From an optimization exercise on the open Yosys and OpenROAD flow, aimed at small area, a short achievable clock period and few clock cycles per item; shortcuts taken in it are not production practice. At most, simulation tests tie the RTL to the original design; equivalence was not proved.

Setup of job 6823:
## accel_dynamic_magnitude
module accel_dynamic_magnitude
(
    input  logic        clk,
    input  logic        rst_n,
    input  logic        s_axis_tvalid,
    output logic        s_axis_tready,
    input  logic [47:0] s_axis_tdata,
    output logic        m_axis_tvalid,
    input  logic        m_axis_tready,
    output logic [23:0] m_axis_tdata,
    output logic        m_axis_tuser
);
Settings: LEC_CHECK=0, ABC_AREA=1, CAP_MARGIN=20, CORE_MARGIN=2, CORE_UTILIZATION=50, PLACE_DENSITY=0.65, SLEW_MARGIN=20, TNS_END_PERCENT=5; clock period 12.0 ns.
standard.sh (not shown) runs the stock make flow with config.mk's settings and CLKGATE_MAP_FILE= SYNTH_SCRIPT=/design/flow/synth_recipe.tcl, a recipe that flattens the netlist after the stock synthesis.
==> flow/flow/run.sh <==
#!/bin/bash
set -e
export SETUP_SLACK_MARGIN=7.8
export BUFFER_PORTS_ARGS="-buffer_cell sky130_fd_sc_hd__buf_2"
bash standard.sh > standard.log 2>&1
What job 5848 does differently from job 6823 at the input level:
==> flow/flow/run.sh <==
#!/bin/bash
set -e
export SETUP_SLACK_MARGIN=8.2
export BUFFER_PORTS_ARGS="-buffer_cell sky130_fd_sc_hd__buf_2"
bash standard.sh > standard.log 2>&1
## What came out
Job 5848 packs its core tighter than job 6823. Final cell count, job 6823 and job 5848, lower one = job 6823. Job 5848 ended up with a higher via count than job 6823 did. Of job 6823 and job 5848, the run reporting the lower cell depth of the worst setup path was job 6823.
What job 6940 does differently from job 5848 at the input level:
==> flow/flow/run.sh <==
#!/bin/bash
set -e
export SETUP_SLACK_MARGIN=7.5
export BUFFER_PORTS_ARGS="-buffer_cell sky130_fd_sc_hd__buf_2"
bash standard.sh > standard.log 2>&1
[summary]
Critical path's slowest cell: sky130_fd_sc_hd__edfxtp_1 -> job 6940, sky130_fd_sc_hd__fa_1 -> job 5848
Via-per-instance ratio: job 6940 lower than job 5848
Function was not checked in any run of this note: the RTL went through the layout flow alone.

* * *

## run A
Another version of the RTL of accel_dynamic_magnitude (not shown whole).
Size in the first run: ~830 flip-flops, ~64000 sq um of cells after synthesis.
export LEC_CHECK = 0
export ABC_AREA = 1
export CAP_MARGIN = 20
export CORE_MARGIN = 2
export CORE_UTILIZATION = 50
export CTS_BUF_LIST = sky130_fd_sc_hd__clkbuf_8
export CTS_CLUSTER_SIZE = 30
export PLACE_DENSITY = 0.65
export SLEW_MARGIN = 20
export TNS_END_PERCENT = 5
create_clock -name core_clock -period 12.0 [get_ports {clk}]
==> flow/flow/run.sh <==
#!/bin/bash
set -e
export SETUP_SLACK_MARGIN=${SETUP_SLACK_MARGIN_OVERRIDE:-7.8}
bash standard.sh > standard.log 2>&1
Run A | status: complete | timing, DRC, antenna: pass
Testbench counts of run A, summed over its fixed seeds: cycles 3,304, items 3,200.
Setup changes, run A to run B
- PLACE_DENSITY now 0.6, was 0.65
- CTS_CLUSTER_SIZE no longer set, was 30
- CORE_UTILIZATION now 40, was 50
- CTS_BUF_LIST no longer set, was sky130_fd_sc_hd__clkbuf_8
- TNS_END_PERCENT no longer set, was 5
==> flow/flow/run.sh <==
#!/bin/bash
set -e
export SETUP_SLACK_MARGIN=${SETUP_SLACK_MARGIN_OVERRIDE:-7.5}
bash standard.sh > standard.log 2>&1
Between run B and run A, the sequential fraction of total cell area does not differ in any meaningful way. Re routed wirelength normalized by instance count: run B is about 1.3% down on run A. Diff run A..run B | sequential cell count | unchanged. Run B vs run A: placement row count up by more than 10%. Taking run A as the reference, in run B antenna cell count fell 2, multi-input gate area in the final layout -0.54%, worst setup slack fell 0.015 ns, non-clock inverter instance count of the final layout neither gained nor lost much.
Input changes introduced in run C (baseline for comparison: run B):
- a change of CORE_UTILIZATION from 40 to 50
- a change of PLACE_DENSITY from 0.6 to 0.65
- an added TNS_END_PERCENT of 5
==> flow/flow/run.sh <==
#!/bin/bash
set -e
export SETUP_SLACK_MARGIN=${SETUP_SLACK_MARGIN_OVERRIDE:-7.8}
bash standard.sh > standard.log 2>&1
==> comparison <==
- Setup slack in run C is larger than in run B.
- For the critical path depth, run C came in 2 lower than run B did.
- Run C vs run B — routability congestion estimate climbed slightly
- Run C against run B: transition time of the tightest slew-check pin shows a reduction of 0.089 ns; wire length of the first global-routing pass shows a reduction of about 1.3%.
- Area growth from synthesis to layout: run B vs run C — no meaningful difference
- Between run C and run B, it is run C whose global-route usage is higher, by 4.9 points.
- | sequential share of cell area | run C vs run B | ≈ equal |
- The hold slack was comparable across run B and run C.
- Re amount of wire on met2 after detailed routing: run C is about 3.2% down on run B.

* * *

accel_dynamic_magnitude, a different RTL version from the one above (not shown whole).
Size: ~6200 cells after synthesis, about 830 flip-flops, ~79 I/O pins, roughly 62000 um2 of cells after synthesis.
clock: 12.0 ns
lec_check: 0
abc_area: 1
cap_margin: 20
core_margin: 2
core_utilization: 50
place_density: 0.65
slew_margin: 20
tns_end_percent: 5
==> flow/flow/run.sh <==
#!/bin/bash
set -e
export SETUP_SLACK_MARGIN=8.6
export BUFFER_PORTS_ARGS="-buffer_cell sky130_fd_sc_hd__buf_2"
bash standard.sh > standard.log 2>&1
Testbench counts at the start, summed over its fixed seeds: cycles 3,304, items 3,200.
Edit:
--- a/flow/flow/run.sh
+++ b/flow/flow/run.sh
@@ -3 +3 @@
-export SETUP_SLACK_MARGIN=8.6
+export SETUP_SLACK_MARGIN=8.5
- TNS_END_PERCENT: 5 -> 0
=> Global-route usage shrinks by 0.72 points; sequential share of layout area grows by 2.7 points; first-iteration DRC count shrinks by about a fifth; die area stays the same; critical path depth grows by 1; wire length shrinks by a few percent; count of clock-buffer cells in the layout stays the same; hold slack loses 14 ps; fmax shrinks slightly.
Edit:
--- a/flow/flow/run.sh
+++ b/flow/flow/run.sh
@@ -3 +3 @@
-export SETUP_SLACK_MARGIN=8.5
+export SETUP_SLACK_MARGIN=8.0
- TNS_END_PERCENT: 0 -> 5
The new run passed the timing, DRC and antenna checks.
Global-route usage came out lower by 0.75 points.
Non-clock buffer count is higher by 47.
Routed wire length decreases by 1.2%.
Hold slack gains 17 ps.
Area after synthesis stays the same.
Design area goes up by 1.2%.
Die area is unchanged.
Via count is higher by 1.2%.
Worst setup slack degrades by 48 ps.
Edit:
--- a/flow/flow/run.sh
+++ b/flow/flow/run.sh
@@ -3 +3 @@
-export SETUP_SLACK_MARGIN=8.0
+export SETUP_SLACK_MARGIN=8.2
Effect: Register-to-register slack gets better by 40 ps. Fmax rose by 0.89%. Synthesized area is unchanged. Die area stays the same.

* * *

Another version of the RTL of accel_dynamic_magnitude (not shown whole).
Size in the first run: roughly 6900 cells after synthesis, about 79 I/O pins, roughly 0.064 mm² of cells after synthesis.
// accel_dynamic_magnitude
module accel_dynamic_magnitude
(
    input  logic        clk,
    input  logic        rst_n,
    input  logic        s_axis_tvalid,
    output logic        s_axis_tready,
    input  logic [47:0] s_axis_tdata,
    output logic        m_axis_tvalid,
    input  logic        m_axis_tready,
    output logic [23:0] m_axis_tdata,
    output logic        m_axis_tuser
);
    localparam int CAL_N = 100;
    logic [28:0] cr [3];      
    logic [2:0]  ph;         
    logic [6:0]  cnt;
    logic [4:0]  dstep;
    logic        dividing;
    logic        calibrated;
    logic        cal_full;
    logic        cal_busy;
    logic        cal_step;
    logic [28:0] pe_in, pe_out;
    logic [16:0] lo_sum;
    logic [15:0] u_sel;
    logic [22:0] acc_in;
    logic [5:0]  r2;
    logic        ge;
    logic [20:0] q_eff [3];
    logic [3:0]  dl_reg [3];
    logic        adv, adv_base;
    logic        in_accept;
    logic        skid_v, out_v, out_u, skid_u;
    logic [20:0] out_d, skid_d;
    logic [20:0] res_root;
    logic        res_valid, res_tag;
    assign adv_base      = !skid_v;
    assign cal_busy      = v1 && t1 && !ph[2];
    assign adv           = adv_base && !cal_busy;
    assign cal_full      = (cnt == 7'(CAL_N));
    assign s_axis_tready = rdy_q;
    assign in_accept     = s_axis_tvalid && rdy_q;
    assign cal_step      = dividing || (v1 && t1 && (!cal_busy || adv_base));
    logic rdy_q, rdy_n;
    logic skid_v_n, v1_n, t1_n, cal_busy_n, calibrated_n;
    logic [2:0] ph_n;
    logic [6:0] cnt_n;
    assign skid_v_n     = (m_axis_tready || !out_v) ? 1'b0 : (skid_v || (res_valid && adv));
    assign v1_n         = adv ? in_accept : v1;
    assign t1_n         = adv ? !calibrated : t1;
    assign ph_n         = cal_step ? {ph[1:0], ph[2]} : ph;
    assign cal_busy_n   = v1_n && t1_n && !ph_n[2];
    assign cnt_n        = (in_accept && !calibrated) ? cnt + 1'b1 : cnt;
  ...
Settings: LEC_CHECK=0, ABC_AREA=1, CAP_MARGIN=20, CORE_MARGIN=2, CORE_UTILIZATION=60, PLACE_DENSITY=0.72, SLEW_MARGIN=20, TNS_END_PERCENT=5; clock period 12.0 ns.
==> flow/flow/run.sh <==
#!/bin/bash
set -e
export SETUP_SLACK_MARGIN=7.8
export BUFFER_PORTS_ARGS="-buffer_cell sky130_fd_sc_hd__buf_2"
bash standard.sh > standard.log 2>&1
Testbench counts at the start, summed over its fixed seeds: cycles 3,304, items 3,200.
Rerun with:
Settings changed: CORE_UTILIZATION 60 to 50, PLACE_DENSITY 0.72 to 0.65.
Result:
- The new run passed the timing, DRC and antenna checks
- hold slack is about the same
- critical path depth came out lower by 1
- utilization went down by 11 points

* * *

the previous run:
Another version of the RTL of accel_dynamic_magnitude (not shown whole).
Size: about 6000 cells after synthesis, roughly 700 flip-flops, roughly 79 I/O pins, ~0.061 mm^2 of cells after synthesis.
Settings: LEC_CHECK=0, CAP_MARGIN=20, CORE_MARGIN=2, CORE_UTILIZATION=40, PLACE_DENSITY=0.6, SLEW_MARGIN=20; clock period 12.0 ns.
==> flow/flow/run.sh <==
#!/bin/bash
set -e
export SETUP_SLACK_MARGIN=${SETUP_SLACK_MARGIN_OVERRIDE:-7.5}
bash standard.sh > standard.log 2>&1
[inputs] the current run vs the previous run
-- flow/config.mk --
<<< the previous run, line 7
export LEC_CHECK = 0
export CAP_MARGIN = 20
>>> the current run, line 7
export LEC_CHECK = 0
export ABC_AREA = 1
export CAP_MARGIN = 20
### Flow results
- Higher routed wire length was reported by the current run, not the previous run.
- Cmp the previous run and the current run / simple-gate share of the synthesized area / higher: the current run
- The current run: done, clean on timing, DRC and antenna
- Comparing shortest clock period the worst path allows after layout for the previous run and the current run, the smaller number came from the current run.
- Layout overhead on the synthesized area (lower): the current run
- When the current run is measured against the previous run, its synthesized cell count turns out 23% higher.
- Comparing the previous run and the current run, required time at the endpoint of the critical path is higher on the current run.
- Maximum fanout along the worst path, the previous run and the current run, lower one = the previous run.
No functional check of the RTL was part of any run of this note.

static timing again, ports no longer ideal:
The results above use ideal ports. As a check the final layouts listed here were re-extracted and re-timed, cells and wires unchanged.
Step 1: set_driving_cell puts a clkbuf_16 on clk and a buf_2 on each other input, an assumption about the parent block.
Step 2 moves the port delays by t, midway between the first and last clock arrival at a register: inputs arrive t later, outputs are due t later. That takes back most of the time a late clock gives input paths.
Three values: no drivers, after step 1, after step 2; two values: the first two.
| run | shift t [ns] | setup slack, ns | clock arrival spread, ns | slew at the worst register clock pin (ns) | worst slew at a driven data input, ns |
|---|---|---|---|---|---|
| job 6823 | 0.765 | 7.739 / 7.739 / 7.070 | 0.046 / 0.046 | 0.07 / 0.07 | 0.08 |
| job 5848 | 0.764 | 7.854 / 7.854 / 7.186 | 0.050 / 0.050 | 0.06 / 0.06 | 0.07 |
| job 6940 | 0.764 | 7.399 / 7.399 / 7.061 | 0.044 / 0.045 | 0.07 / 0.07 | 0.08 |
| run A | 0.935 | 7.696 / 7.696 / 6.946 | 0.047 / 0.047 | 0.07 / 0.07 | 0.07 |
| run B | 0.772 | 7.681 / 7.681 / 7.047 | 0.063 / 0.063 | 0.07 / 0.07 | 0.06 |
| run C | 0.774 | 7.708 / 7.708 / 7.001 | 0.045 / 0.044 | 0.07 / 0.07 | 0.07 |
| the first run of note 3 | 0.784 | 7.905 / 7.905 / 7.188 | 0.049 / 0.050 | 0.07 / 0.07 | 0.04 |
| the second run of note 3 | 0.788 | 7.855 / 7.855 / 7.194 | 0.073 / 0.073 | 0.07 / 0.07 | 0.05 |
| the third run of note 3 | 0.776 | 7.807 / 7.807 / 7.205 | 0.047 / 0.047 | 0.06 / 0.06 | 0.04 |
| the fourth run of note 3 | 0.777 | 7.844 / 7.844 / 7.202 | 0.047 / 0.048 | 0.07 / 0.07 | 0.04 |
| the first run of note 4 | 0.754 | 7.685 / 7.685 / 7.281 | 0.066 / 0.065 | 0.07 / 0.07 | 0.04 |
| the second run of note 4 | 0.792 | 7.761 / 7.761 / 7.307 | 0.076 / 0.075 | 0.07 / 0.07 | 0.05 |
| the previous run | 0.756 | 6.866 / 6.866 / 6.828 | 0.050 / 0.051 | 0.07 / 0.07 | 0.07 |
| the current run | 0.759 | 6.987 / 6.987 / 6.987 | 0.042 / 0.042 | 0.07 / 0.07 | 0.06 |
After both steps every run listed still meets setup and hold. For run A, which loses most, drivers alone change the setup slack by 0.000 ns; drivers and shift together by -0.750 ns.
